Background: an optimization exercise with open tools, aiming at small area, a short achievable clock period and few clock cycles per item. Do not read the settings as production practice. Only simulation tests tie the RTL to the original design; equivalence was not proved. No activity file was given, so power comes from the tool's default toggle rates.

<file path="design.v">
`timescale 1ns / 1ps
package trle_pkg;
    localparam int SAMPLE_W  = 16;
    localparam int COUNT_W   = 16;
    localparam int TIME_W    = 32;
    localparam int MAXRUNS_W = 5;
    localparam int CFG_AW    = 2;
    localparam int CFG_DW    = 32;
    localparam int REM_STEPS = SAMPLE_W;
    localparam int STEP_W    = $clog2(REM_STEPS);
    localparam logic [CFG_AW-1:0] CFG_INTERVAL   = 2'd0;
    localparam logic [CFG_AW-1:0] CFG_RELATIVE   = 2'd1;
    localparam logic [CFG_AW-1:0] CFG_MAX_RUNS   = 2'd2;
    localparam logic [CFG_AW-1:0] CFG_ALIVE_TIME = 2'd3;
    localparam logic [SAMPLE_W-1:0]  RST_INTERVAL   = 16'd1;
    localparam logic [MAXRUNS_W-1:0] RST_MAX_RUNS   = 5'd16;
    localparam logic [TIME_W-1:0]    RST_ALIVE_TIME = 32'hFFFF_FFFF;
    localparam logic [COUNT_W-1:0] COUNT_MAX = 16'hFFFF;
endpackage
`timescale 1ns / 1ps
module trle_store #(
    parameter int DEPTH = 16,
    parameter int AW    = $clog2(DEPTH)
) (
    input  logic                          i_clk,
    input  logic                          i_we,
    input  logic [AW-1:0]                 i_waddr,
    input  logic [trle_pkg::SAMPLE_W-1:0] i_wvalue,
    input  logic [trle_pkg::COUNT_W-1:0]  i_wcount,
    input  logic [AW-1:0]                 i_raddr,
    output logic [trle_pkg::SAMPLE_W-1:0] o_rvalue,
    output logic [trle_pkg::COUNT_W-1:0]  o_rcount
);
    logic [trle_pkg::SAMPLE_W-1:0] r_val [0:DEPTH-1];
    logic [trle_pkg::COUNT_W-1:0]  r_cnt [0:DEPTH-1];
    always_ff @(posedge i_clk) begin
        if (i_we) begin
            r_val[i_waddr] <= i_wvalue;
            r_cnt[i_waddr] <= i_wcount;
        end
    end
    assign o_rvalue = r_val[i_raddr];
    assign o_rcount = r_cnt[i_raddr];
endmodule
`timescale 1ns / 1ps
module trle_rem (
    input  logic                          i_clk,
    input  logic                          i_rst_n,
    input  logic                          i_start,
    input  logic                          i_abort,
    input  logic [trle_pkg::SAMPLE_W-1:0] i_dividend,
    input  logic [trle_pkg::SAMPLE_W-1:0] i_dividend_alt,
    input  logic                          i_use_alt,
    input  logic [trle_pkg::SAMPLE_W-1:0] i_divisor,
    input  logic [trle_pkg::SAMPLE_W+1:0] i_divisor3,
    output logic [trle_pkg::SAMPLE_W-1:0] o_rem,
    output logic                          o_done
);
    localparam int SW = trle_pkg::SAMPLE_W;
    localparam int IW = $clog2(SW / 2);
    logic [SW-1:0] r_rem;
    logic [IW-1:0] r_idx;
    logic          r_busy;
    logic          r_done;
    logic [1:0]    r_bits;       
    logic [SW+1:0] w_trial;
    logic [SW+2:0] w_t1, w_t2, w_t3;
    logic [SW-1:0] w_next;
    assign w_trial = {r_rem, r_bits};
    assign w_t1    = {1'b0, w_trial} - {3'b000, i_divisor};
    assign w_t2    = {1'b0, w_trial} - {2'b00, i_divisor, 1'b0};
    assign w_t3    = {1'b0, w_trial} - {1'b0, i_divisor3};
    always_comb begin
        if (!w_t3[SW+2]) begin
            w_next = w_t3[SW-1:0];
        end else if (!w_t2[SW+2]) begin
            w_next = w_t2[SW-1:0];
        end else if (!w_t1[SW+2]) begin
            w_next = w_t1[SW-1:0];
        end else begin
            w_next = w_trial[SW-1:0];
        end
    end
    always_ff @(posedge i_clk) begin
        if (!i_rst_n) begin
            r_busy <= 1'b0;
            r_done <= 1'b0;
            r_idx  <= '0;
        end else begin
            r_done <= 1'b0;
            if (i_start) begin
                r_busy <= 1'b1;
                r_idx  <= IW'(SW / 2 - 1);
            end else if (i_abort) begin
                r_busy <= 1'b0;
            end else if (r_busy) begin
                r_idx <= r_idx - IW'(1);
                if (r_idx == '0) begin
                    r_busy <= 1'b0;
                    r_done <= 1'b1;
                end
            end
        end
    end
    always_ff @(posedge i_clk) begin
        if (i_start) begin
            r_rem <= '0;
        end else if (r_busy) begin
            r_rem <= w_next;
        end
    end
    logic [IW-1:0] w_nidx;
    assign w_nidx = r_idx - IW'(1);
    always_ff @(posedge i_clk) begin
        if (i_start) begin
            r_bits <= i_use_alt ? i_dividend_alt[SW-1 -: 2] : i_dividend[SW-1 -: 2];
        end else begin
            r_bits <= i_dividend[{w_nidx, 1'b0} +: 2];
        end
    end
    assign o_rem  = r_rem;
    assign o_done = r_done;
endmodule
`timescale 1ns / 1ps
module tolerant_run_length_encoder_core #(
    parameter int RUN_DEPTH = 16
) (
    input  logic                          i_clk,
    input  logic                          i_rst_n,
    input  logic                          i_s_tvalid,
    output logic                          o_s_tready,
    input  logic [47:0]                   i_s_tdata,
    output logic                          o_m_tvalid,
    input  logic                          i_m_tready,
    output logic [31:0]                   o_m_tdata,
    output logic                          o_m_tlast,
    input  logic                          i_cfg_we,
    input  logic [trle_pkg::CFG_AW-1:0]   i_cfg_addr,
    input  logic [trle_pkg::CFG_DW-1:0]   i_cfg_wdata
);
    localparam int SW = trle_pkg::SAMPLE_W;
    localparam int CW = trle_pkg::COUNT_W;
    localparam int TW = trle_pkg::TIME_W;
    localparam int AW = $clog2(RUN_DEPTH);
    localparam int PW = AW + 1;
    logic [SW-1:0]   r_iv;         
    logic            r_dz;         
    logic            r_rel;        
    logic [AW-1:0]   r_limm1;      
    logic [TW-1:0]   r_alive;
    logic [SW+1:0]   r_d3;         
    logic            r_ib_v;
    logic [SW-1:0]   r_s;
    logic [TW-1:0]   r_now;
    logic [AW-1:0]   r_T;          
    logic [PW-1:0]   r_tail;       
    logic [PW-1:0]   r_commit;     
    logic [PW-1:0]   r_head;       
    logic            r_room2;      
    logic            r_room1;      
    logic [TW-1:0]   r_F;          
    logic [TW:0]     r_G;          
    logic            r_gdirty;     
    logic [CW-1:0]   r_cnt;        
    logic [SW-1:0]   r_v;          
    logic [SW-1:0]   r_lo;         
    logic [SW:0]     r_hp;
    logic [SW+1:0]   r_hpd;        
    logic [SW:0]     r_lod;        
    logic            r_fixa;       
    logic            r_fixb;       
    logic            r_bv;         
    logic            r_rcq;        
    logic            r_wen;
    logic [AW-1:0]   r_wpos;
    logic [RUN_DEPTH-1:0] r_last;
    logic [RUN_DEPTH-1:0] r_zero;
    logic            r_ov;
    logic            r_avail;      
    logic [31:0]     r_od;
    logic            r_ol;
    logic [SW-1:0]   w_d;
    logic            w_go;
    logic            w_ld;
    assign w_d  = {r_iv[SW-1:1], r_iv[0] | r_dz};
    assign w_go = r_ib_v && r_bv && !r_gdirty && (r_room2 || (r_room1 && (r_T != '0)));
    assign o_s_tready = !r_ib_v || w_go;
    logic            w_ge_f, w_ge_g, w_age;
    assign w_ge_f = (r_now >= r_F);
    assign w_ge_g = (r_now >= r_G[TW-1:0]);
    assign w_age  = w_ge_f ? (!r_G[TW] && w_ge_g) : (!r_G[TW] || w_ge_g);
    logic [TW-1:0]   w_gx;
    logic [TW:0]     w_gsum;
    assign w_gx   = r_gdirty ? r_F : r_now;
    assign w_gsum = {1'b0, w_gx} + {1'b0, r_alive} + (TW+1)'(1);
    logic            w_tz;
    logic            w_in_lo, w_in_hi, w_in;
    logic [SW+1:0]   w_hpd;
    logic [SW:0]     w_lod;
    logic            w_up, w_dn;
    logic            w_join, w_zrec, w_agel, w_app;
    logic [PW-1:0]   w_Tn;
    logic            w_cfl;
    logic [PW-1:0]   w_pos;
    logic [PW-1:0]   w_tailm1;
    logic [PW-1:0]   w_tail_n;
    logic [CW-1:0]   w_cnt_n;
    logic            w_far;
    assign w_tz    = (r_T == '0);
    assign w_in_lo = (r_s >= r_lo);
    assign w_in_hi = ({1'b0, r_s} < r_hp);
    assign w_in    = w_in_lo && w_in_hi;
    assign w_hpd   = r_hpd + {2'b00, w_d};
    assign w_lod   = r_lod - {1'b0, w_d};
    assign w_up    = !w_in_hi && ({2'b00, r_s} < r_hpd);
    assign w_dn    = !w_in_lo && (r_lod[SW] || (r_s >= r_lod[SW-1:0]));
    assign w_join  = !w_age && !w_tz && w_in;
    assign w_zrec  = w_age && w_tz;
    assign w_agel  = w_age && !w_tz;
    assign w_app   = !w_join;
    assign w_Tn    = w_join ? PW'(r_T) : (w_age ? PW'(1) : PW'(r_T) + PW'(1));
    assign w_cfl   = w_join ? (r_T > r_limm1) :
                     w_age  ? (r_limm1 == '0) : (r_T >= r_limm1);
    assign w_tailm1 = r_tail - PW'(1);
    assign w_pos   = w_join ? w_tailm1 : (w_zrec ? r_tail + PW'(1) : r_tail);
    assign w_tail_n = r_tail + PW'(w_app) + PW'(w_zrec);
    assign w_cnt_n = !w_join ? CW'(1) :
                     (r_cnt == trle_pkg::COUNT_MAX) ? r_cnt : r_cnt + CW'(1);
    assign w_far   = !r_rel && !w_in && !w_up && !w_dn;
    logic [SW-1:0]   w_src;
    logic [SW:0]     w_rsub;
    logic [SW-1:0]   w_rlo;
    logic [SW:0]     w_rhp;
    assign w_src  = r_rcq ? r_v : r_s;
    assign w_rsub = {1'b0, w_src} - {1'b0, r_iv};
    assign w_rlo  = w_rsub[SW] ? '0 : w_rsub[SW-1:0];
    assign w_rhp  = {1'b0, w_src} + {1'b0, r_iv} + (SW+1)'(1);
    logic            w_div_start;
    logic [SW-1:0]   w_rem;
    logic            w_div_done;
    logic [SW-1:0]   w_base;
    assign w_div_start = (w_go && w_app && w_far) || (r_rcq && !r_rel);
    trle_rem u_rem (
        .i_clk      (i_clk),
        .i_rst_n    (i_rst_n),
        .i_start    (w_div_start),
        .i_abort    (r_rcq && r_rel),
        .i_dividend (r_v),
        .i_dividend_alt (r_s),
        .i_use_alt  (w_go && w_app),
        .i_divisor  (w_d),
        .i_divisor3 (r_d3),
        .o_rem      (w_rem),
        .o_done     (w_div_done)
    );
    assign w_base = r_v - w_rem;
    logic [SW-1:0]   w_rvalue;
    logic [CW-1:0]   w_rcount;
    trle_store #(
        .DEPTH (RUN_DEPTH),
        .AW    (AW)
    ) u_store (
        .i_clk    (i_clk),
        .i_we     (r_wen),
        .i_waddr  (r_wpos),
        .i_wvalue (r_v),
        .i_wcount (r_cnt),
        .i_raddr  (r_head[AW-1:0]),
        .o_rvalue (w_rvalue),
        .o_rcount (w_rcount)
    );
    always_ff @(posedge i_clk) begin
        if (!i_rst_n) begin
            r_iv    <= trle_pkg::RST_INTERVAL;
            r_dz    <= 1'b0;
            r_rel   <= 1'b0;
            r_limm1 <= AW'(RUN_DEPTH - 1);
            r_alive <= trle_pkg::RST_ALIVE_TIME;
        end else if (i_cfg_we) begin
            case (i_cfg_addr)
                trle_pkg::CFG_INTERVAL: begin
                    r_iv <= i_cfg_wdata[SW-1:0];
                    r_dz <= (i_cfg_wdata[SW-1:0] == '0);
                end
                trle_pkg::CFG_RELATIVE: r_rel <= i_cfg_wdata[0];
                trle_pkg::CFG_MAX_RUNS: begin
                    if (i_cfg_wdata[trle_pkg::MAXRUNS_W-1:0] == '0) begin
                        r_limm1 <= '0;
                    end else if (i_cfg_wdata[trle_pkg::MAXRUNS_W-1:0] >= trle_pkg::MAXRUNS_W'(RUN_DEPTH)) begin
                        r_limm1 <= AW'(RUN_DEPTH - 1);
                    end else begin
                        r_limm1 <= AW'(i_cfg_wdata[trle_pkg::MAXRUNS_W-1:0] - trle_pkg::MAXRUNS_W'(1));
                    end
                end
                trle_pkg::CFG_ALIVE_TIME: r_alive <= i_cfg_wdata;
                default: begin
                end
            endcase
        end
    end
    always_ff @(posedge i_clk) begin
        if (o_s_tready) begin
            r_s   <= i_s_tdata[SW-1:0];
            r_now <= i_s_tdata[SW +: TW];
        end
    end
    always_ff @(posedge i_clk) begin
        if (!i_rst_n) begin
            r_ib_v <= 1'b0;
        end else if (o_s_tready) begin
            r_ib_v <= i_s_tvalid;
        end
    end
    always_ff @(posedge i_clk) begin
        if (!i_rst_n) begin
            r_T        <= '0;
            r_tail     <= '0;
            r_commit   <= '0;
            r_F        <= '0;
            r_G        <= {1'b1, TW'(0)};
            r_gdirty   <= 1'b0;
            r_wen      <= 1'b0;
        end else begin
            r_wen      <= w_go;
            if (w_go) begin
                r_T    <= w_cfl ? '0 : w_Tn[AW-1:0];
                r_tail <= w_tail_n;
                if (w_cfl) begin
                    r_commit <= w_tail_n;
                end else if (w_age) begin
                    r_commit <= r_tail + PW'(w_zrec);
                end
                if (w_age || w_cfl) begin
                    r_F <= r_now;
                    r_G <= w_gsum;
                end
            end
            if (r_gdirty) begin
                r_G      <= w_gsum;
                r_gdirty <= 1'b0;
            end
            if (i_cfg_we && (i_cfg_addr == trle_pkg::CFG_ALIVE_TIME)) begin
                r_gdirty <= 1'b1;
            end
        end
    end
    always_ff @(posedge i_clk) begin
        if (w_go) begin
            r_cnt  <= w_cnt_n;
        end
        r_wpos <= w_pos[AW-1:0];
    end
    logic [PW-1:0] w_occ;
    logic [PW:0]   w_occ_p;
    logic          w_le14, w_le15, w_le16;
    assign w_occ   = r_tail - r_head;
    assign w_occ_p = {1'b0, w_occ} + (w_go ? (PW+1)'(2) : '0);
    assign w_le14  = (w_occ_p <= (PW+1)'(RUN_DEPTH - 2));
    assign w_le15  = (w_occ_p <= (PW+1)'(RUN_DEPTH - 1));
    assign w_le16  = (w_occ_p <= (PW+1)'(RUN_DEPTH));
    always_ff @(posedge i_clk) begin
        if (!i_rst_n) begin
            r_room2 <= 1'b1;
            r_room1 <= 1'b1;
        end else begin
            r_room2 <= w_ld ? w_le15 : w_le14;
            r_room1 <= w_ld ? w_le16 : w_le15;
        end
    end
    always_ff @(posedge i_clk) begin
        if (!i_rst_n) begin
            r_v   <= '0;
            r_lo  <= '0;
            r_hp  <= (SW+1)'(1);
            r_hpd <= (SW+2)'(2);
            r_lod <= '1;
            r_fixa <= 1'b0;
            r_fixb <= 1'b0;
            r_bv  <= 1'b1;
            r_rcq <= 1'b0;
            r_d3  <= (SW+2)'(3);
        end else begin
            r_fixb <= 1'b0;
            if (r_fixb) begin
                r_hpd <= w_hpd;
            end
            if (w_go && w_app) begin
                r_v <= r_s;
                if (r_rel) begin
                    r_lo <= w_rlo;
                    r_hp <= w_rhp;
                end else if (w_in) begin
                end else if (w_up) begin
                    r_lo  <= r_hp[SW-1:0];
                    r_hp  <= r_hpd[SW:0];
                    r_hpd <= w_hpd;
                    r_lod <= {1'b0, r_lo};
                end else if (w_dn) begin
                    r_lo  <= r_lod[SW-1:0];
                    r_hp  <= {1'b0, r_lo};
                    r_hpd <= {1'b0, r_hp};
                    r_lod <= w_lod;
                end else begin
                    r_bv <= 1'b0;
                end
            end
            if (r_rcq) begin
                r_rcq  <= 1'b0;
                r_fixa <= 1'b0;
                r_fixb <= 1'b0;
                r_d3   <= {2'b00, w_d} + {1'b0, w_d, 1'b0};
                if (r_rel) begin
                    r_lo <= w_rlo;
                    r_hp <= w_rhp;
                    r_bv <= 1'b1;
                end
            end else if (w_div_done) begin
                r_lo   <= w_base;
                r_hpd  <= {2'b00, w_base};
                r_lod  <= {1'b0, w_base};
                r_fixa <= 1'b1;
            end else if (r_fixa) begin
                r_hp   <= w_hpd[SW:0];
                r_hpd  <= w_hpd;
                r_lod  <= w_lod;
                r_fixa <= 1'b0;
                r_fixb <= 1'b1;
                r_bv   <= 1'b1;
            end
            if (i_cfg_we && ((i_cfg_addr == trle_pkg::CFG_INTERVAL) ||
                             (i_cfg_addr == trle_pkg::CFG_RELATIVE))) begin
                r_bv   <= 1'b0;
                r_rcq  <= 1'b1;
                r_fixa <= 1'b0;
                r_fixb <= 1'b0;
            end
        end
    end
    logic            r_f_app;      
    logic            r_f_cfl;      
    logic            r_f_setm1;    
    logic            r_f_zrec;     
    logic [AW-1:0]   r_f_tail;
    always_ff @(posedge i_clk) begin
        if (!i_rst_n) begin
            r_f_app   <= 1'b0;
            r_f_setm1 <= 1'b0;
            r_f_zrec  <= 1'b0;
        end else begin
            r_f_app   <= w_go && w_app;
            r_f_setm1 <= w_go && (w_agel || (w_join && w_cfl));
            r_f_zrec  <= w_go && w_zrec;
        end
        r_f_cfl  <= w_cfl;
        r_f_tail <= r_tail[AW-1:0];
    end
    always_ff @(posedge i_clk) begin
        for (int k = 0; k < RUN_DEPTH; k++) begin
            if (r_f_app && ((r_f_zrec ? r_f_tail + AW'(1) : r_f_tail) == AW'(k))) begin
                r_last[k] <= r_f_cfl;
                r_zero[k] <= 1'b0;
            end else begin
                if ((r_f_setm1 && ((r_f_tail - AW'(1)) == AW'(k))) ||
                    (r_f_zrec && (r_f_tail == AW'(k)))) begin
                    r_last[k] <= 1'b1;
                end
                if (r_f_zrec && (r_f_tail == AW'(k))) begin
                    r_zero[k] <= 1'b1;
                end
            end
        end
    end
    assign w_ld = r_avail && (!r_ov || i_m_tready);
    always_ff @(posedge i_clk) begin
        if (!i_rst_n) begin
            r_head <= '0;
            r_ov   <= 1'b0;
        end else if (w_ld) begin
            r_head <= r_head + PW'(1);
            r_ov   <= 1'b1;
        end else if (i_m_tready) begin
            r_ov   <= 1'b0;
        end
    end
    always_ff @(posedge i_clk) begin
        if (!i_rst_n) begin
            r_avail <= 1'b0;
        end else begin
            r_avail <= w_ld ? (r_commit != r_head + PW'(1)) : (r_commit != r_head);
        end
    end
    always_ff @(posedge i_clk) begin
        if (w_ld) begin
            r_od <= r_zero[r_head[AW-1:0]] ? 32'h0 : {w_rcount, w_rvalue};
            r_ol <= r_last[r_head[AW-1:0]];
        end
    end
    assign o_m_tvalid = r_ov;
    assign o_m_tdata  = r_od;
    assign o_m_tlast  = r_ol;
endmodule
</file>
<file path="run.sh">
#!/bin/bash
# synth_recipe.tcl (not shown) runs the flow's synth.tcl, then flattens the netlist and writes it again
# the make line also repeats each setting of config.mk as NAME=value (left out here)
make -C /OpenROAD-flow-scripts/flow DESIGN_CONFIG=/design/flow/config.mk WORK_HOME=/design/flow/orfs CLKGATE_MAP_FILE= SYNTH_SCRIPT=/design/flow/synth_recipe.tcl finish
</file>
<file path="config.mk">
export PLATFORM = sky130hd
export DESIGN_NAME = tolerant_run_length_encoder_core
export DESIGN_NICKNAME = tolerant_run_length_encoder_core
export VERILOG_FILES = /design/flow/design.v
export SDC_FILE = /design/flow/constraint.sdc
export NUM_CORES = 4
export LEC_CHECK = 0
export CAP_MARGIN = 20
export CORE_MARGIN = 2
export CORE_UTILIZATION = 40
export SETUP_SLACK_MARGIN = 3.5
export SLEW_MARGIN = 20
export TNS_END_PERCENT = 5
</file>
<file path="constraint.sdc">
create_clock -name core_clock -period 7.0 [get_ports {i_clk}]
set_input_delay 1.4000 -clock core_clock [delete_from_list [all_inputs] [get_ports {i_clk}]]
set_output_delay 1.4000 -clock core_clock [all_outputs]
set_load 0.01 [all_outputs]
</file>
==> reports/summary.txt, run 1 <==
leakage: 20.4 nW
Worst-Skew Late Latency: 710 ps
Pre-antenna DRT Iters: 6
CTS H-Tree Depth: 3
CP arrival: 4280 ps
CTS tree: done
layout net count: 5019
Post-Syn Instances: 4371
RSZ-0062 raised after global routing: yes
Max Buffers Root-to-Sink: 3
Mapped Nets: 4803
total grt overflow: 0
Main synth FF type: edfxtp_1
Final Instance Area: 57600 um2
Worst Skew: 60.4 ps
max-slew violations: 0
kind of start point of the critical path: register
Tmin final: 3680 ps
Initial Util: 40.3%
#FFs+latches synth: 927
Hold Crit Class: register to register
Die Ht: 354 um
fin cells: 6299
Simple-Gate Fraction of Synth Area: 11.2%
fmax: 272 MHz
reg2reg setup slack: 3320 ps
via count: 36200
DRT antenna net count: 0
die area: 126000 um2
Power Density: 321 nW/um2
I/O pin cnt: 122
final hold violation count: 0
Netlist cell types: 85
synth-to-layout area growth: 17.3%
Port Buffers: 121
clk root buf: clkbuf_16
critical path peak fanout: 26
Post-Synth Adder-Cell Area: 9.02%
Die W: 354 um
final core occ: 47.3%
Max VDD drop: 0.218 mV
Post-synth ARST share: 0%
Final period util: 52.6%
vias per cell: 5.74
multiplexer area fraction after synthesis: 9.64%
Hold Slack: 448 ps
maxcap violations: 0
FP Rows: 128
vias in the first global route: 34800
CP Data Required Time: 7600 ps
DP Area: 52500 um2
status: finished clean
DRT iter0 DRCs: 3634
Worst Max-Slew Pin Slew: 1170 ps
largest net degree at the start of global routing: 98
GRT Total Usage: 22.5%
antenna violations before repair: 3
synth warn: 3
Clk pin slew, worst setup/hold paths: 60 ps
HPWL after DPL: 95200 um
Avg WL per Cell: 23.2 um
DRT Wirelength: 146000 um
Mapped Area: 49100 um2
Seq/Total Area, Yosys: 50.5%
Place WS: 2400 ps
compound-gate portion of the synthesized area: 13.1%
setup violators final: 0
Post-Synth XOR/XNOR Area: 3.00%
cts bufs inserted: 102
share of layout cells above drive strength 1: 15.9%
CP Capture Type: register
GPL Wtd Cong: 0.965
Post-Syn Area per Cell: 11.2 um2
main combinational cell family by area after synthesis: compound AO/OA/AOI/OAI gates
crit path kind: register to register
placed cells: 6017
EDFF count, synth: 625
first-pass GRT wire length: 217000 um
total core area: 122000 um2
Clock Sinks: 927
Final WS setup: 3320 ps
DRC Markers: 0
relative slew slack: 21.6%
Sum Neg Setup Slack: 0 ps
total power: 18.5 mW
## registers in the layout, indices dropped and copies added (netlist names), 17 cells and up
signal,count
r_alive,32
r_d3,18
r_hp,17
r_now,32
u_store.r_cnt,256
r_od,32
r_G,33
u_store.r_val,256
r_lod,17
r_hpd,18
r_F,32
## cells by family (layout without fill, tap and decap cells)
kind of cell / after synthesis / in the layout
and+or+nand+nor: 1213 / 1215
adders and majority gates: 347 / 347
other: 0 / 2
muxes: 248 / 248
AOI/OAI and AO/OA: 1010 / 1011
buffers and inverters: 458 / 756
DFF: 927 / 927
xor gates and xnor gates: 168 / 168
## power by group
group          leakage (nW)  total, mW  internal, mW  switching, mW
registers              8.27       6.79          6.30          0.490
logic                  10.5       6.14          2.75           3.39
clock network          1.67       5.57          3.20           2.37
total                  20.4       18.5          12.3           6.25
## Yosys cell counts (all sizes together), types with 15 or more instances
cell type,number,area share (%)
o21a,41,0.63
nor2,339,2.6
o211ai,37,0.57
or2,15,0.19
a31oi,33,0.42
dfxtp,302,12
clkbuf,134,1.0
nand3,91,0.93
buf,47,0.43
xor2,68,1.2
a221oi,29,0.52
o22ai,53,0.68
a21oi,347,3.6
inv,276,2.1
and2,16,0.20
a22oi,16,0.24
xnor2,100,1.8
edfxtp,625,38
nor2b,73,0.93
nor3,72,0.73
o221ai,21,0.37
nand2,438,3.3
mux2i,24,0.51
or3,50,0.64
a211oi,43,0.68
mux4,174,8.0
nand2b,37,0.47
ha,333,8.5
o21ai,186,1.9
o31ai,24,0.37
a21o,36,0.55
mux2,50,1.1
and3,17,0.22
nand4,27,0.34
## final cells by class
type / count / area (um2)
Fill cell: 11100 / 64300
Sequential cell: 927 / 24900
Multi-Input combinational cell: 2989 / 23500
Clock buffer: 126 / 2680
Timing Repair Buffer: 290 / 2680
Tap cell: 1625 / 2030
Inverter: 277 / 1060
Clock inverter: 63 / 774
Antenna cell: 2 / 5.00
## placed cells by master (no fill, tap or decap), types with 21 or more instances in the layout
| cell | n |
|---|---|
| o21a_1 | 40 |
| a21oi_1 | 334 |
| clkdlybuf4s50_1 | 119 |
| edfxtp_1 | 625 |
| o21ai_1 | 22 |
| ha_1 | 321 |
| or3_1 | 48 |
| a31oi_1 | 30 |
| clkbuf_16 | 106 |
| nor2_1 | 315 |
| nand2b_1 | 36 |
| nor3_1 | 65 |
| o211ai_1 | 37 |
| nand2_1 | 427 |
| nand4_1 | 27 |
| inv_1 | 267 |
| o22ai_1 | 52 |
| nand3_1 | 91 |
| nor2b_1 | 71 |
| xor2_1 | 68 |
| xnor2_1 | 99 |
| clkbuf_1 | 21 |
| a211oi_1 | 34 |
| mux2_2 | 49 |
| a21o_1 | 35 |
| o21ai_0 | 158 |
| a221oi_1 | 25 |
| buf_4 | 146 |
| dfxtp_1 | 285 |
| mux4_2 | 174 |
## timing repair
item / 4_1_cts / 5_1_grt
pin swaps: 28 / 37
resized for setup: 110 / 107
setup buffers: 50 / 35
setup endpoints to repair: 205 / 181
gates cloned: 1 / 5
hold buffers: 0 / 0
## path summary, 6_finish.rpt
check | from | endpoint | cells after the start
hold reg to reg | r_zero[2] | r_zero[2] | 2
setup reg to reg | r_s[14] | r_hp[14] | 13
hold / removal | r_zero[2] | r_zero[2] | 2
setup / recovery | r_s[14] | r_hp[14] | 13
## layer usage
metal,GRT usage [%],up-vias,share of wire (%)
li1,-,16800,-
met1,31.1,17600,44
met2,35.1,1387,45
met3,3.81,359,7.0
met4,9.52,4,4.3
met5,0,-,0.022
## critical path, cell delays in order, from the launching register on
cell,delay (ps)
edfxtp_1,540
buf_4,210
ha_1,280
and4_1,250
o21ai_0,190
o22ai_4,270
a21oi_1,80
buf_4,210
nand2_2,190
o21ai_2,90
buf_8,210
nor2_4,390
a221oi_1,130
or4_1,470
Testbench counts, summed over its fixed seeds: cycles 14,731, words 12,800.
==> run 2: changes to the inputs <==
--- a/config.mk
+++ b/config.mk
@@ -8,6 +8,5 @@
 export CAP_MARGIN = 20
 export CORE_MARGIN = 2
 export CORE_UTILIZATION = 40
-export SETUP_SLACK_MARGIN = 3.5
+export SETUP_SLACK_MARGIN = 3.0
 export SLEW_MARGIN = 20
-export TNS_END_PERCENT = 5
==> run 2 against run 1 <==
  * First-iteration DRC count grew 4.7%
  * Core utilization down 0.94 points
  * Clock skew shrank 32 ps
  * Highest routed layer unchanged
==> reports/summary.txt, run 2 <==
kind of start point of the critical path: register
crit path kind: register to register
leakage: 20.0 nW
Netlist cell types: 85
Post-synth ARST share: 0%
Die Ht: 354 um
placed cells: 6019
Worst Max-Slew Pin Slew: 1080 ps
Hold Path Depth: 2
r2r worst-path depth: 11
Max VDD drop: 0.230 mV
first-pass GRT wire length: 214000 um
DRT Wirelength: 142000 um
status: finished clean
synth warn: 3
Worst-Skew Late Latency: 690 ps
Main synth FF type: edfxtp_1
most numerous cell in the Yosys netlist: edfxtp_1
Post-CTS Hold Buffers: 0
Port Buffers: 121
vias per cell: 5.71
fin cells: 6238
FF-to-FF Start: r_s[15]
Tmin final: 3930 ps
most common cell after layout, fill and taps aside: edfxtp_1
DRT antenna net count: 0
FP Rows: 128
final hold violation count: 0
Mapped Area: 49100 um2
CP Data Required Time: 7560 ps
top flop regs: u_store.r_cnt (256), u_store.r_val (256), r_G (33)
layout net count: 4960
Pre-antenna DRT Iters: 6
Area contributors post-synth: edfxtp_1 (38%), dfxtp_1 (12%), ha_1 (8.5%), mux4_2 (8.0%), a21oi_1 (3.5%)
# fillers: 11000
Die W: 354 um
met2 WL: 65200 um
HP Start: r_zero[1]
met3 WL: 10000 um
CP Capture Type: register
via count: 35600
Mapped Nets: 4803
I/O pin cnt: 122
Worst Skew: 28.2 ps
Power Density: 319 nW/um2
total core area: 122000 um2
Yosys top cell by area: edfxtp_1
Clk pin slew, worst setup/hold paths: 60 ps
Max Used Layer: met5
met1 WL: 61700 um
Avg WL per Cell: 22.8 um
reg2reg setup slack: 3070 ps
relative slew slack: 27.9%
#FFs+latches synth: 927
Sum Neg Setup Slack: 0 ps
GRT Total Usage: 22.2%
vias in the first global route: 34300
die area: 126000 um2
DRC Markers: 0
antenna violations before repair: 3
share of layout cells above drive strength 1: 13.1%
Seq/Total Area, Yosys: 50.5%
clk root buf: clkbuf_16
CTS tree: done
Post-Syn Area per Cell: 11.2 um2
largest net degree at the start of global routing: 86
GPL Wtd Cong: 0.959
maxcap violations: 0
CP arrival: 4490 ps
Clock Sinks: 927
Reg-to-Reg End: r_hp[5]
post-synth top area share: 38.2%
Hold EP: r_zero[1]
top post-synthesis cells by count: edfxtp_1 (625), nand2_1 (438), a21oi_1 (346)
total grt overflow: 0
CP startpoint: r_s[15]
RSZ-0062 raised after global routing: yes
critical path peak fanout: 14
EDFF count, synth: 625
DRT iter0 DRCs: 3804
cts bufs inserted: 100
setup violators final: 0
HPWL after DPL: 94500 um
synth-to-layout area growth: 15.0%
Post-Syn Instances: 4371
fmax: 255 MHz
Max Buffers Root-to-Sink: 3
CTS H-Tree Depth: 3
Hold Crit Class: register to register
Initial Util: 40.3%
Final period util: 56.1%
max-slew violations: 0
commonest non-fill, non-tap cells in the layout: edfxtp_1 (625), nand2_1 (434), a21oi_1 (340)
-- run 2: changes by cell type in the layout (fill, tap and decap cells not counted), moves of 7 or more --
| cell | change |
|---|---|
| clkbuf_8 | +8 |
| nand2_1 | +7 |
| o21ai_0 | +13 |
| ha_1 | +11 |
| o21ai_1 | -12 |
| nand2_2 | -7 |
| dfxtp_1 | +9 |
| buf_4 | -42 |
-- run 2: layout make-up --
type | instances | area [um2] | area share (%)
antenna | 1 | 2.50 | 0.00443
clock buffer | 140 | 2860 | 5.06
clock inverter | 46 | 520 | 0.922
inverter | 277 | 1050 | 1.85
multi-input combinational | 2986 | 23000 | 40.8
sequential | 927 | 24800 | 44.0
tap | 1625 | 2030 | 3.60
timing repair buffer | 236 | 2160 | 3.82
-- run 2: worst max path at each step --
stage                  end
2_1_floorplan     r_lo[13]
3_3_place_gp   r_commit[4]
3_5_place_dp   r_commit[4]
4_1_cts        r_commit[4]
5_1_grt        r_commit[4]
6_report           r_hp[5]
-- run 2: report_power, final --
| group | switching, mW | internal (mW) | leakage, nW | total [mW] |
|---|---|---|---|---|
| clock | 2.24 | 3.19 | 1.64 | 5.42 |
| combinational | 3.27 | 2.56 | 10.1 | 5.83 |
| sequential | 0.445 | 6.31 | 8.27 | 6.75 |
| total | 5.95 | 12.1 | 20.0 | 18.0 |
-- run 2: repair_timing --
action                     in CTS  in global routing
pin swaps                       6                 12
gates cloned                    0                  1
gates resized for setup        28                 53
setup buffers                  13                 18
setup endpoints to repair     148                122
-- run 2: metrics by stage --
stage | hold WS [ps] | instance area, um2 | setup WS (ps) | power, mW | util [%]
final | 447 | 56500 | 3070 | 18.0 | 46.3
after global routing | 467 | 56500 | 2870 | 19.0 | 46.3
after CTS | 451 | 56100 | 2730 | 18.0 | 46.0
after detailed placement | 442 | 52500 | 2110 | 12.5 | 43.1
after global placement | 438 | 52500 | 2150 | 12.5 | 43.1
after floorplan | 354 | 49100 | 3100 | 10.8 | -
-- run 2: metal layers --
metal  GRT usage [%]  vias to the layer above
met4            7.75                        4
met2            35.6                     1318
li1                -                    16600
met3            3.24                      297
met1            30.8                    17400
met5               0                        -
-- run 2: logic make-up after synthesis --
kind of cell / synth area share (%)
flip-flops: 50.5
buffers and inverters: 3.57
AND/OR/NAND/NOR: 11.2
XOR/XNOR: 3.00
adder cells (fa/ha/maj): 9.02
AO/OA/AOI/OAI: 13.1
multiplexers: 9.64
-- run 2: critical path, cell delays in order (launching register included) --
cell	delay (ps)
edfxtp_1	580
ha_1	420
nand4_1	150
nor3_1	370
o221ai_1	320
o211ai_1	300
buf_4	220
nand2b_2	420
o22ai_1	250
a221oi_1	310
a211oi_1	80
or3_1	400
==> run 3: changes to the inputs <==
--- a/config.mk
+++ b/config.mk
@@ -8,5 +8,5 @@
 export CAP_MARGIN = 20
 export CORE_MARGIN = 2
 export CORE_UTILIZATION = 40
-export SETUP_SLACK_MARGIN = 3.0
+export SETUP_SLACK_MARGIN = 3.75
 export SLEW_MARGIN = 20
==> run 3 against run 2 <==
  * Still clean
  * Sequential power hardly changed
  * Count of clock-buffer cells in the layout is 19 lower
  * Maximum frequency rose by 7.2%
  * Clock power grew 0.9%
  * Core utilization is 4.5 points higher
  * Hold slack improved by 9.9 ps
  * Clock skew up 12 ps
  * Final cell count up 4.2%
  * Global-route usage is 1.8 points higher
  * Sequential cell count stayed put
  * Highest routed layer is now met4
==> reports/summary.txt, run 3 <==
status: finished clean
met2 WL: 71300 um
final core occ: 50.8%
Int Power: 12.9 mW
synth-to-layout area growth: 26.0%
FP Rows: 128
total core area: 122000 um2
share of layout cells above drive strength 1: 25.9%
Worst Max-Slew Pin Slew: 1160 ps
Post-Syn Area per Cell: 11.2 um2
Place WS: 2310 ps
Hold Crit Class: register to register
max-slew violations: 0
fmax: 273 MHz
I/O pin cnt: 122
final hold violation count: 0
DRT iter0 DRCs: 4121
total grt overflow: 0
Max Used Layer: met4
Reg area: 24900 um2
EDFF count, synth: 625
Netlist cell types: 85
Post-CTS Hold Buffers: 0
via count: 38100
Clk pin slew, worst setup/hold paths: 60 ps
switching share of power: 34.8%
largest net degree at the start of global routing: 75
multiplexer area fraction after synthesis: 9.64%
CP Capture Type: register
Sum Neg Setup Slack: 0 ps
Post-Synth XOR/XNOR Area: 3.00%
post-synth top area share: 38.2%
Mapped Area: 49100 um2
Final period util: 52.3%
Post-Synth Adder-Cell Area: 9.02%
top flop regs: u_store.r_cnt (256), u_store.r_val (256), r_G (33)
DRC Markers: 0
Yosys top cell by area: edfxtp_1
Post-synth ARST share: 0%
synth warn: 3
Seq pwr share: 34.1%
kind of start point of the critical path: register
setup violators final: 0
Max VDD drop: 0.236 mV
Clock Sinks: 927
Psw: 6.87 mW
CP Data Required Time: 7560 ps
# fillers: 10600
combinational power share: 38.2%
met3 WL: 12400 um
Main synth FF type: edfxtp_1
Max Buffers Root-to-Sink: 3
first-pass GRT wire length: 229000 um
Simple-Gate Fraction of Synth Area: 11.2%
vias per cell: 5.86
maxcap violations: 0
antenna violations before repair: 4
cts bufs inserted: 101
Die W: 354 um
CTS tree: done
die area: 126000 um2
Port Buffers: 121
leakage: 22.2 nW
Worst-Skew Late Latency: 720 ps
commonest non-fill, non-tap cells in the layout: edfxtp_1 (625), nand2_1 (367), ha_1 (299)
Seq/Total Area, Yosys: 50.5%
crit path kind: register to register
Avg WL per Cell: 24.6 um
CTS H-Tree Depth: 3
layout net count: 5216
Final WS setup: 3340 ps
Mapped Nets: 4803
clk root buf: clkbuf_16
most numerous cell in the Yosys netlist: edfxtp_1
Power Density: 319 nW/um2
relative slew slack: 22.7%
Clk network pwr share: 27.7%
HPWL after DPL: 98100 um
Die Ht: 354 um
DRT antenna net count: 0
critical path peak fanout: 6
compound-gate portion of the synthesized area: 13.1%
GRT Total Usage: 24.0%
met1 WL: 67900 um
most common cell after layout, fill and taps aside: edfxtp_1
Tmin final: 3660 ps
Post-Syn Instances: 4371
CP arrival: 4220 ps
Worst Skew: 40.3 ps
GPL Wtd Cong: 1.04
#FFs+latches synth: 927
DRT Wirelength: 160000 um
top post-synthesis cells by count: edfxtp_1 (625), nand2_1 (438), a21oi_1 (346)
Initial Util: 40.3%
Pre-antenna DRT Iters: 9
vias in the first global route: 36100
Area contributors post-synth: edfxtp_1 (38%), dfxtp_1 (12%), ha_1 (8.5%), mux4_2 (8.0%), a21oi_1 (3.5%)
RSZ-0062 raised after global routing: yes
area of the multi-input gates: 25600 um2
main combinational cell family by area after synthesis: compound AO/OA/AOI/OAI gates
## run 3: cell counts after synthesis
Identical to the previous run, type by type.
## run 3: logic make-up (layout without fill, tap and decap cells)
family          Yosys count  after routing
flops                   927            927
xor+xnor                168            168
mux                     248            248
simple gates           1213           1218
other cells               0              2
compound gates         1010           1012
buf+inv                 458            951
fa+ha+maj               347            347
## run 3: metal layers
layer | GRT usage (%) | vias to the layer above
met1 | 33.0 | 18800
met3 | 4.14 | 450
met2 | 37.5 | 1649
met4 | 10.2 | 0
li1 | - | 17200
met5 | 0 | -
## run 3: repair_timing
| action | 4_1_cts | 5_1_grt |
|---|---|---|
| cloned | 12 | 19 |
| pin swaps | 104 | 245 |
| gates resized for setup | 296 | 441 |
| endpoints found under the setup margin | 238 | 211 |
| setup buffers | 137 | 124 |
## run 3: power by group through the flow
stage,logic [mW],clock network (mW),registers [mW]
detailed placement,5.72,0,6.85
CTS,6.34,5.57,6.73
finish,7.54,5.47,6.75
floorplan,4.18,0,6.70
global route,8.10,5.78,6.78
global placement,5.69,0,6.84
## run 3: final cells by class
cell class	count	share of cell area [%]
antenna	2	0.00808
clock buffer	121	4.32
clock inverter	69	1.16
inverter	277	1.75
multi-input combinational	2993	41.3
sequential	927	40.2
tap	1625	3.28
timing repair buffer	484	7.97
## run 3: worst paths after layout
path	startpoint	endpoint	slack (ps)	depth (start not counted)
worst max-delay path	r_rcq	r_hp[14]	3340	12
worst min-delay path	r_zero[0]	r_zero[0]	460	2
worst max register to register	r_rcq	r_hp[14]	3340	12
worst min register to register	r_zero[0]	r_zero[0]	460	2
## run 3: critical path: stages, from the launching register on
cell	delay [ps]
dfxtp_4	460
buf_6	170
mux2_4	330
ha_4	270
nand2b_4	160
a221oi_4	280
o41a_1	290
nand3b_1	190
a31o_2	260
o31a_1	300
xnor2_2	270
nor2_1	70
or4_1	490
## run 3: per-stage QoR
| stage | hold slack [ps] | power (mW) | area (um2) | std cells |
|---|---|---|---|---|
| 6_report | 457 | 19.8 | 61900 | 6498 |
| 3_3_place_gp | 435 | 12.5 | 52600 | 6013 |
| 5_1_grt | 475 | 20.7 | 61900 | 6497 |
| 4_1_cts | 454 | 18.6 | 58600 | 6353 |
| 2_1_floorplan | 354 | 10.9 | 49400 | 4371 |
| 3_5_place_dp | 445 | 12.6 | 52700 | 6014 |
==> run 4: changes to the inputs <==
--- a/config.mk
+++ b/config.mk
@@ -8,5 +8,6 @@
 export CAP_MARGIN = 20
 export CORE_MARGIN = 2
 export CORE_UTILIZATION = 40
-export SETUP_SLACK_MARGIN = 3.75
+export PLACE_DENSITY = 0.75
+export SETUP_SLACK_MARGIN = 3.5
 export SLEW_MARGIN = 20
==> run 4 against run 3 <==
  * Still clean
  * Final cell count decreased by 2.5%
  * Combinational power down 16%
  * First-iteration DRC count grew 6.8%
  * Sequential cell count unchanged
  * Core utilization decreased by 2.7 points
==> reports/summary.txt, run 4 <==
crit path kind: register to register
Clock Sinks: 927
leakage: 20.8 nW
clk root buf: clkbuf_16
Post-Syn Area per Cell: 11.2 um2
RSZ-0062 raised after global routing: yes
Tmin final: 3640 ps
CTS tree: done
DRC Markers: 0
total grt overflow: 0
CTS H-Tree Depth: 3
#FFs+latches synth: 927
vias per cell: 5.96
most numerous cell in the Yosys netlist: edfxtp_1
relative slew slack: 15.6%
DRT iter0 DRCs: 4403
CP cell instances: buf_12, mux2i_4, ha_4, inv_2, fa_2, a211o_4, a21oi_4, nor3_4, o31ai_4, a21oi_2, o31a_1, and2_4, and2_4, o31ai_4, o211ai_1
CP Capture Type: register
Pre-antenna DRT Iters: 8
setup violators final: 0
kind of start point of the critical path: register
Initial Util: 40.3%
Final period util: 52.0%
EDFF count, synth: 625
final hold violation count: 0
commonest non-fill, non-tap cells in the layout: edfxtp_1 (625), nand2_1 (421), a21oi_1 (322)
I/O pin cnt: 122
GRT Total Usage: 22.9%
CP arrival: 4210 ps
antenna violations before repair: 6
die area: 126000 um2
top post-synthesis cells by count: edfxtp_1 (625), nand2_1 (438), a21oi_1 (346)
Main synth FF type: edfxtp_1
cts bufs inserted: 97
first-pass GRT wire length: 222000 um
Post-synth ARST share: 0%
Area contributors post-synth: edfxtp_1 (38%), dfxtp_1 (12%), ha_1 (8.5%), mux4_2 (8.0%), a21oi_1 (3.5%)
maxcap violations: 0
HPWL after DPL: 96400 um
GPL Wtd Cong: 0.991
max-slew violations: 0
top flop regs: u_store.r_cnt (256), u_store.r_val (256), r_G (33)
share of layout cells above drive strength 1: 18.3%
DP Area: 52500 um2
CP Data Required Time: 7570 ps
max incr delay on CP: 440 ps
Seq/Total Area, Yosys: 50.5%
synth-to-layout area growth: 19.4%
vias in the first global route: 35900
Netlist cell types: 85
Worst Max-Slew Pin Slew: 1260 ps
Mapped Nets: 4803
Power Density: 314 nW/um2
Max VDD drop: 0.201 mV
DRT antenna net count: 0
Hold Crit Class: register to register
# fillers: 10500
synth warn: 3
Sum Neg Setup Slack: 0 ps
Yosys top cell by area: edfxtp_1
fmax: 275 MHz
Mapped Area: 49100 um2
Post-Syn Instances: 4371
Die Ht: 354 um
post-synth top area share: 38.2%
via count: 37800
FP Rows: 128
slowest CP cell: dfxtp_4
Worst-Skew Late Latency: 720 ps
Die W: 354 um
Max Buffers Root-to-Sink: 3
placed cells: 6017
most common cell after layout, fill and taps aside: edfxtp_1
Post-CTS Hold Buffers: 0
Clk pin slew, worst setup/hold paths: 60 ps
Avg WL per Cell: 23.8 um
critical path peak fanout: 4
fin cells: 6337
layout net count: 5061
Final Instance Area: 58700 um2
Port Buffers: 121
status: finished clean
DRT Wirelength: 151000 um
total power: 18.4 mW
Worst Skew: 40.2 ps
largest net degree at the start of global routing: 90
total core area: 122000 um2
-- run 4: logic make-up (layout without fill, tap and decap cells) --
| group | after synthesis | after routing | synth area share (%) |
|---|---|---|---|
| adders and majority gates | 347 | 347 | 9.02 |
| xor gates and xnor gates | 168 | 168 | 3.00 |
| other | 0 | 1 | 0 |
| and+or+nand+nor | 1213 | 1213 | 11.2 |
| muxes | 248 | 248 | 9.64 |
| AOI/OAI and AO/OA | 1010 | 1011 | 13.1 |
| buffers and inverters | 458 | 797 | 3.57 |
| DFF | 927 | 927 | 50.5 |
-- run 4: through the flow --
step	utilization [%]	hold WS (ps)	worst slack [ps]
global placement	43.1	435	2260
detailed placement	43.1	445	2250
floorplan	-	354	3430
CTS	46.9	453	3360
global route	48.1	462	3260
finish	48.1	454	3360
-- run 4: layout make-up --
class / count / area, um2 / share of cell area (%)
sequential: 927 / 24900 / 42.4
multi-input combinational: 2987 / 24100 / 41.1
timing repair buffer: 339 / 3300 / 5.62
clock buffer: 127 / 2650 / 4.52
tap: 1625 / 2030 / 3.47
inverter: 277 / 1060 / 1.81
clock inverter: 54 / 632 / 1.08
antenna: 1 / 2.50 / 0.00427
-- run 4: metal layers --
layer | track usage (%) | share of wire (%)
met1 | 31.2 | 41
met2 | 36.4 | 46
met3 | 4.02 | 9.0
met4 | 9.12 | 4.6
met5 | 0 | 0.0046
-- run 4: worst paths after layout --
check             from   endpoint  slack, ps  depth (start not counted)
max reg2reg      r_rcq   r_lo[13]       3360                         15
min          r_zero[1]  r_zero[1]        450                          2
min reg2reg  r_zero[1]  r_zero[1]        450                          2
max              r_rcq   r_lo[13]       3360                         15
-- run 4: report_power, final --
part | leakage, nW | total, mW | switching, mW | internal (mW)
sequential | 8.27 | 6.79 | 0.482 | 6.31
clock | 1.59 | 5.31 | 2.28 | 3.03
combinational | 10.9 | 6.34 | 3.51 | 2.83
total | 20.8 | 18.4 | 6.27 | 12.2
-- run 4: repair_timing --
item	in CTS	in global routing
pin swaps	59	85
setup endpoints to repair	213	169
gates resized for setup	205	162
setup buffers	64	64
gates cloned	2	8
-- run 4: worst max-delay path: cells and delay by family (launching register included) --
kind	cells	cell delay (ps)
mux	1	320
buf+inv	2	160
compound gates	7	1610
simple gates	3	430
fa+ha+maj	2	560
flops	1	440
==> run 5: changes to the inputs <==
--- a/config.mk
+++ b/config.mk
@@ -8,6 +8,5 @@
 export CAP_MARGIN = 20
 export CORE_MARGIN = 2
 export CORE_UTILIZATION = 40
-export PLACE_DENSITY = 0.75
 export SETUP_SLACK_MARGIN = 3.5
 export SLEW_MARGIN = 20
==> run 5 against run 4 <==
  * Still clean
  * Sequential cell count stayed put
  * Via count shrank 2.2%
  * Synthesized cell count unchanged
  * Critical path depth shrank 7
  * Combinational power increased by 1%
  * Wire length down 0.99%
  * Sequential power about the same
==> reports/summary.txt, run 5 <==
status: finished clean
Worst-Skew Late Latency: 710 ps
Die Ht: 354 um
reg2reg setup slack: 3400 ps
maxcap violations: 0
total core area: 122000 um2
Clock Sinks: 927
Clk network pwr share: 28.3%
most common cell after layout, fill and taps aside: edfxtp_1
FF-to-FF Start: r_rcq
vias in the first global route: 35400
Yosys top cell by area: edfxtp_1
relative slew slack: 9.53%
area of the multi-input gates: 24100 um2
r2r worst-path depth: 14
#FFs+latches synth: 927
Power Density: 313 nW/um2
layout net count: 5088
most numerous cell in the Yosys netlist: edfxtp_1
Tmin final: 3650 ps
Die W: 354 um
largest net degree at the start of global routing: 83
fmax: 274 MHz
post-synth top area share: 38.2%
final hold violation count: 0
Max Buffers Root-to-Sink: 3
CTS tree: done
RSZ-0062 raised after global routing: yes
Hold Path Depth: 2
Post-synth ARST share: 0%
cts bufs inserted: 101
# fillers: 10900
crit path kind: input pin to register
Port Buffers: 121
CP Data Required Time: 7600 ps
Max VDD drop: 0.259 mV
CP startpoint: i_rst_n
Final period util: 52.1%
Seq/Total Area, Yosys: 50.5%
GPL Wtd Cong: 0.981
leakage: 21.0 nW
critical path peak fanout: 24
Hold EP: r_G[3]
Post-Syn Instances: 4371
via count: 36900
Psw: 6.30 mW
total grt overflow: 0
Sum Neg Setup Slack: 0 ps
synth warn: 3
Avg WL per Cell: 23.5 um
CP Capture Type: register
Reg area: 24900 um2
max-slew violations: 0
DRC Markers: 0
total power: 18.4 mW
Hold Crit Class: register to register
Reg-to-Reg End: r_hp[16]
Post-Syn Area per Cell: 11.2 um2
first-pass GRT wire length: 220000 um
Pre-antenna DRT Iters: 7
commonest non-fill, non-tap cells in the layout: edfxtp_1 (625), nand2_1 (425), a21oi_1 (324)
Seq pwr share: 36.9%
combinational power share: 34.9%
setup violators final: 0
Area contributors post-synth: edfxtp_1 (38%), dfxtp_1 (12%), ha_1 (8.5%), mux4_2 (8.0%), a21oi_1 (3.5%)
Mapped Nets: 4803
CTS H-Tree Depth: 3
CP arrival: 4250 ps
top post-synthesis cells by count: edfxtp_1 (625), nand2_1 (438), a21oi_1 (346)
GRT Total Usage: 23.0%
switching share of power: 34.2%
Int Power: 12.1 mW
Main synth FF type: edfxtp_1
Clk pin slew, worst setup/hold paths: 60 ps
HPWL after DPL: 95600 um
Initial Util: 40.3%
I/O pin cnt: 122
synth-to-layout area growth: 19.7%
EDFF count, synth: 625
DRT antenna net count: 0
Mapped Area: 49100 um2
share of layout cells above drive strength 1: 18.6%
FP Rows: 128
clk root buf: clkbuf_16
Post-CTS Hold Buffers: 0
antenna violations before repair: 5
Worst Skew: 40.1 ps
top flop regs: u_store.r_cnt (256), u_store.r_val (256), r_G (33)
DRT iter0 DRCs: 3415
vias per cell: 5.80
HP Start: r_G[3]
kind of start point of the critical path: input pin
Netlist cell types: 85
Worst Max-Slew Pin Slew: 1350 ps
die area: 126000 um2
DRT Wirelength: 150000 um
-- run 5: cell counts after synthesis --
No cell type changed its count.
-- run 5: worst max-delay path: stages --
cell and delay [ps]:
buf_2 80, buf_4 350, inv_4 50, nor2_1 1010, nand2_1 650, a21o_1 320, a221o_1 250, o2111ai_1 100
-- run 5: stage by stage --
| step | setup slack [ps] | cells | hold slack [ps] | cell area, um2 | util (%) |
|---|---|---|---|---|---|
| floorplan | 3430 | 4371 | 354 | 49200 | - |
| global placement | 2280 | 6017 | 437 | 52500 | 43.1 |
| detailed placement | 2250 | 6017 | 443 | 52500 | 43.1 |
| CTS | 3410 | 6305 | 452 | 57500 | 47.2 |
| global route | 3310 | 6367 | 477 | 58800 | 48.2 |
| finish | 3350 | 6368 | 450 | 58800 | 48.2 |
-- run 5: worst max path at each step --
| stage | end | cells after the start | slack [ps] |
|---|---|---|---|
| 2_1_floorplan | r_lo[13] | 17 | 3430 |
| 3_3_place_gp | r_hp[8] | 12 | 2280 |
| 3_5_place_dp | r_commit[4] | 15 | 2250 |
| 4_1_cts | r_hp[14] | 14 | 3410 |
| 5_1_grt | r_hp[16] | 14 | 3310 |
| 6_report | r_hp[10] | 8 | 3350 |
-- run 5: cells by family (layout without fill, tap and decap cells) --
family	Yosys count	in the layout	share of synthesized area [%]
AND/OR/NAND/NOR	1213	1215	11.2
flip-flops	927	927	50.5
AO/OA/AOI/OAI	1010	1013	13.1
buffers and inverters	458	824	3.57
XOR/XNOR	168	168	3.00
multiplexers	248	248	9.64
adder cells (fa/ha/maj)	347	347	9.02
other	0	1	0
-- run 5: area by class of cell --
| cell class | count | area share (%) |
|---|---|---|
| multi-input combinational | 2991 | 41.0 |
| clock inverter | 59 | 0.911 |
| timing repair buffer | 358 | 5.90 |
| antenna | 1 | 0.00426 |
| inverter | 277 | 1.80 |
| clock buffer | 130 | 4.60 |
| sequential | 927 | 42.3 |
| tap | 1625 | 3.46 |
-- run 5: layer usage --
metal  GRT usage (%)  up-vias  routed length (um)
met1            32.0    18200               65600
met2            36.3     1481               67500
met4            9.53        2                6560
met3            3.16      355                9930
met5               0        -                  13
li1                -    16900                   -
-- run 5: power by group through the flow --
stage          clock network [mW]  registers [mW]  logic [mW]
2_1_floorplan                   0            6.70        4.15
3_3_place_gp                    0            6.89        5.60
3_5_place_dp                    0            6.90        5.66
4_1_cts                      5.31            6.77        6.04
5_1_grt                      5.52            6.83        6.98
6_report                     5.20            6.78        6.41
-- run 5: what timing repair did --
| action | CTS | global route |
|---|---|---|
| cloned | 8 | 5 |
| setup buffers | 91 | 57 |
| endpoints found under the setup margin | 236 | 149 |
| pin swaps | 59 | 66 |
| gates resized for setup | 206 | 142 |
==> run 6: changes to the inputs <==
--- a/config.mk
+++ b/config.mk
@@ -8,5 +8,7 @@
 export CAP_MARGIN = 20
 export CORE_MARGIN = 2
 export CORE_UTILIZATION = 40
+export CTS_CLUSTER_DIAMETER = 60
+export CTS_CLUSTER_SIZE = 40
 export SETUP_SLACK_MARGIN = 3.5
 export SLEW_MARGIN = 20
==> run 6 against run 5 <==
  * Cell area is 0.19% higher
  * Sequential power hardly changed
  * Combinational power hardly changed
  * Non-clock buffer count is 17 higher
  * Sequential share of layout area is 0.081 points lower
  * Maximum frequency is 1.2% higher
==> reports/summary.txt, run 6 <==
Post-synth ARST share: 0%
Final period util: 51.5%
GRT Total Usage: 23.0%
fin cells: 6362
Netlist cell types: 85
Mapped Area: 49100 um2
switching share of power: 35.8%
EDFF count, synth: 625
relative slew slack: 14.5%
Power Density: 314 nW/um2
setup violators final: 0
largest net degree at the start of global routing: 83
max-slew violations: 0
Max Buffers Root-to-Sink: 3
GPL Wtd Cong: 0.981
antenna violations before repair: 6
Die W: 354 um
Area contributors post-synth: edfxtp_1 (38%), dfxtp_1 (12%), ha_1 (8.5%), mux4_2 (8.0%), a21oi_1 (3.5%)
Clock Sinks: 927
critical path peak fanout: 6
CP Capture Type: register
Avg WL per Cell: 23.5 um
CP arrival: 4210 ps
total core area: 122000 um2
maxcap violations: 0
Int Power: 11.9 mW
total grt overflow: 0
Clk network pwr share: 28.5%
vias in the first global route: 35200
RSZ-0062 raised after global routing: yes
Clk pin slew, worst setup/hold paths: 70 ps
top flop regs: u_store.r_cnt (256), u_store.r_val (256), r_G (33)
CTS H-Tree Depth: 3
die area: 126000 um2
HPWL after DPL: 95600 um
Port Buffers: 121
top post-synthesis cells by count: edfxtp_1 (625), nand2_1 (438), a21oi_1 (346)
placed cells: 6017
Worst Skew: 44.1 ps
most numerous cell in the Yosys netlist: edfxtp_1
Die Ht: 354 um
DRT Wirelength: 150000 um
Worst Max-Slew Pin Slew: 1280 ps
# fillers: 10900
via count: 36800
Psw: 6.61 mW
crit path kind: register to register
DRC Markers: 0
Max VDD drop: 0.202 mV
commonest non-fill, non-tap cells in the layout: edfxtp_1 (625), nand2_1 (424), a21oi_1 (327)
Hold Slack: 450 ps
kind of start point of the critical path: register
Sum Neg Setup Slack: 0 ps
Main synth FF type: edfxtp_1
DRT antenna net count: 0
Yosys top cell by area: edfxtp_1
leakage: 21.0 nW
synth warn: 3
#FFs+latches synth: 927
Initial Util: 40.3%
I/O pin cnt: 122
Post-Syn Area per Cell: 11.2 um2
CP Data Required Time: 7600 ps
synth-to-layout area growth: 19.9%
share of layout cells above drive strength 1: 19.3%
fmax: 277 MHz
clk root buf: clkbuf_16
Pre-antenna DRT Iters: 6
layout net count: 5094
most common cell after layout, fill and taps aside: edfxtp_1
Post-Syn Instances: 4371
cts bufs inserted: 89
vias per cell: 5.78
FP Rows: 128
Hold Crit Class: register to register
DRT iter0 DRCs: 3480
Seq/Total Area, Yosys: 50.5%
Seq pwr share: 36.7%
Worst-Skew Late Latency: 690 ps
Tmin final: 3600 ps
status: finished clean
post-synth top area share: 38.2%
final hold violation count: 0
first-pass GRT wire length: 220000 um
combinational power share: 34.8%
Mapped Nets: 4803
CTS tree: done
run 6: cell counts after synthesis:
No cell type changed its count.
run 6: final timing paths:
path / from / to / slack (ps) / cells past startpoint
min reg2reg: r_G[3] / r_G[3] / 450 / 2
max: r_rcq / r_hp[16] / 3400 / 12
min: r_G[3] / r_G[3] / 450 / 2
max reg2reg: r_rcq / r_hp[16] / 3400 / 12
run 6: cell families after synthesis:
group	synth area share, %
xor gates and xnor gates	3.00
buffers and inverters	3.57
adders and majority gates	9.02
and+or+nand+nor	11.2
AOI/OAI and AO/OA	13.1
DFF	50.5
muxes	9.64
run 6: power groups by stage:
stage                     combinational [mW]  clock, mW  sequential [mW]
final                                   6.43       5.27             6.77
after global routing                    7.00       5.58             6.82
after CTS                               6.00       5.36             6.77
after detailed placement                5.66          0             6.90
after global placement                  5.60          0             6.89
after floorplan                         4.15          0             6.70
run 6: layer usage:
| metal | GRT usage, % | vias to the layer above | share of wire [%] |
|---|---|---|---|
| li1 | - | 16900 | - |
| met1 | 32.0 | 18000 | 43 |
| met2 | 36.4 | 1467 | 45 |
| met3 | 3.10 | 346 | 7.2 |
| met4 | 9.23 | 0 | 4.3 |
| met5 | 0 | - | 0 |
run 6: critical path: stages (launching register included):
cell and delay, ps:
dfxtp_4 410, buf_8 160, mux2_2 370, ha_2 350
a221oi_4 350, o41a_1 220, nand3b_1 160, a31o_4 300
o31a_1 350, o41ai_4 500, a31oi_2 80, a2bb2oi_2 150
o221ai_1 140
run 6: cell type report:
type	instances	area (um2)	share of cell area [%]
inverter	277	1060	1.79
antenna	1	2.50	0.00425
timing repair buffer	375	3600	6.12
tap	1625	2030	3.45
clock inverter	72	971	1.65
multi-input combinational	2992	24100	40.9
clock buffer	93	2260	3.84
sequential	927	24900	42.2
run 6: metrics by stage:
step | area [um2] | power, mW | worst slack, ps | utilization [%]
4_1_cts | 57400 | 18.1 | 3420 | 47.1
3_5_place_dp | 52500 | 12.6 | 2250 | 43.1
2_1_floorplan | 49200 | 10.8 | 3430 | -
3_3_place_gp | 52500 | 12.5 | 2280 | 43.1
6_report | 58900 | 18.5 | 3400 | 48.3
5_1_grt | 58900 | 19.4 | 3340 | 48.3
run 6: repair_timing:
item                       CTS  global route
setup buffers               91            74
cloned                       8             6
hold buffers                 0             0
pin swaps                   57            87
setup endpoints to repair  236           145
gates resized for setup    194           155

-- static timing again, ports no longer ideal --
How much do the figures lean on ideal ports? The routed layouts below were timed once more, with nothing changed but the port constraints.
Step 1 assumes that a clkbuf_16 drives the clock port and a buf_2 every other input.
Step 2 adds t to the input delays and takes it off the output delays; t is the mean of the earliest and latest rising clock arrival at the registers after step 1. Input paths then give back, and output paths get back, about the clock's delay inside the block.
Three values: no drivers, after step 1, after step 2; two values: the first two.
run | shift t [ns] | setup WS [ns] | clock arrival spread, ns
run 1 | 0.770 | 3.320 / 3.320 / 2.844 | 0.081 / 0.081
run 2 | 0.749 | 3.073 / 3.073 / 2.858 | 0.028 / 0.028
run 3 | 0.780 | 3.336 / 3.336 / 2.843 | 0.041 / 0.040
run 4 | 0.770 | 3.359 / 3.359 / 2.877 | 0.041 / 0.041
run 5 | 0.766 | 3.353 / 3.403 / 2.639 | 0.046 / 0.046
run 6 | 0.747 | 3.396 / 3.396 / 2.747 | 0.044 / 0.044
After both steps setup and hold are still met in every run listed. The setup slack of run 5, which loses most, moves by +0.050 ns with the drivers and by -0.714 ns with both steps.
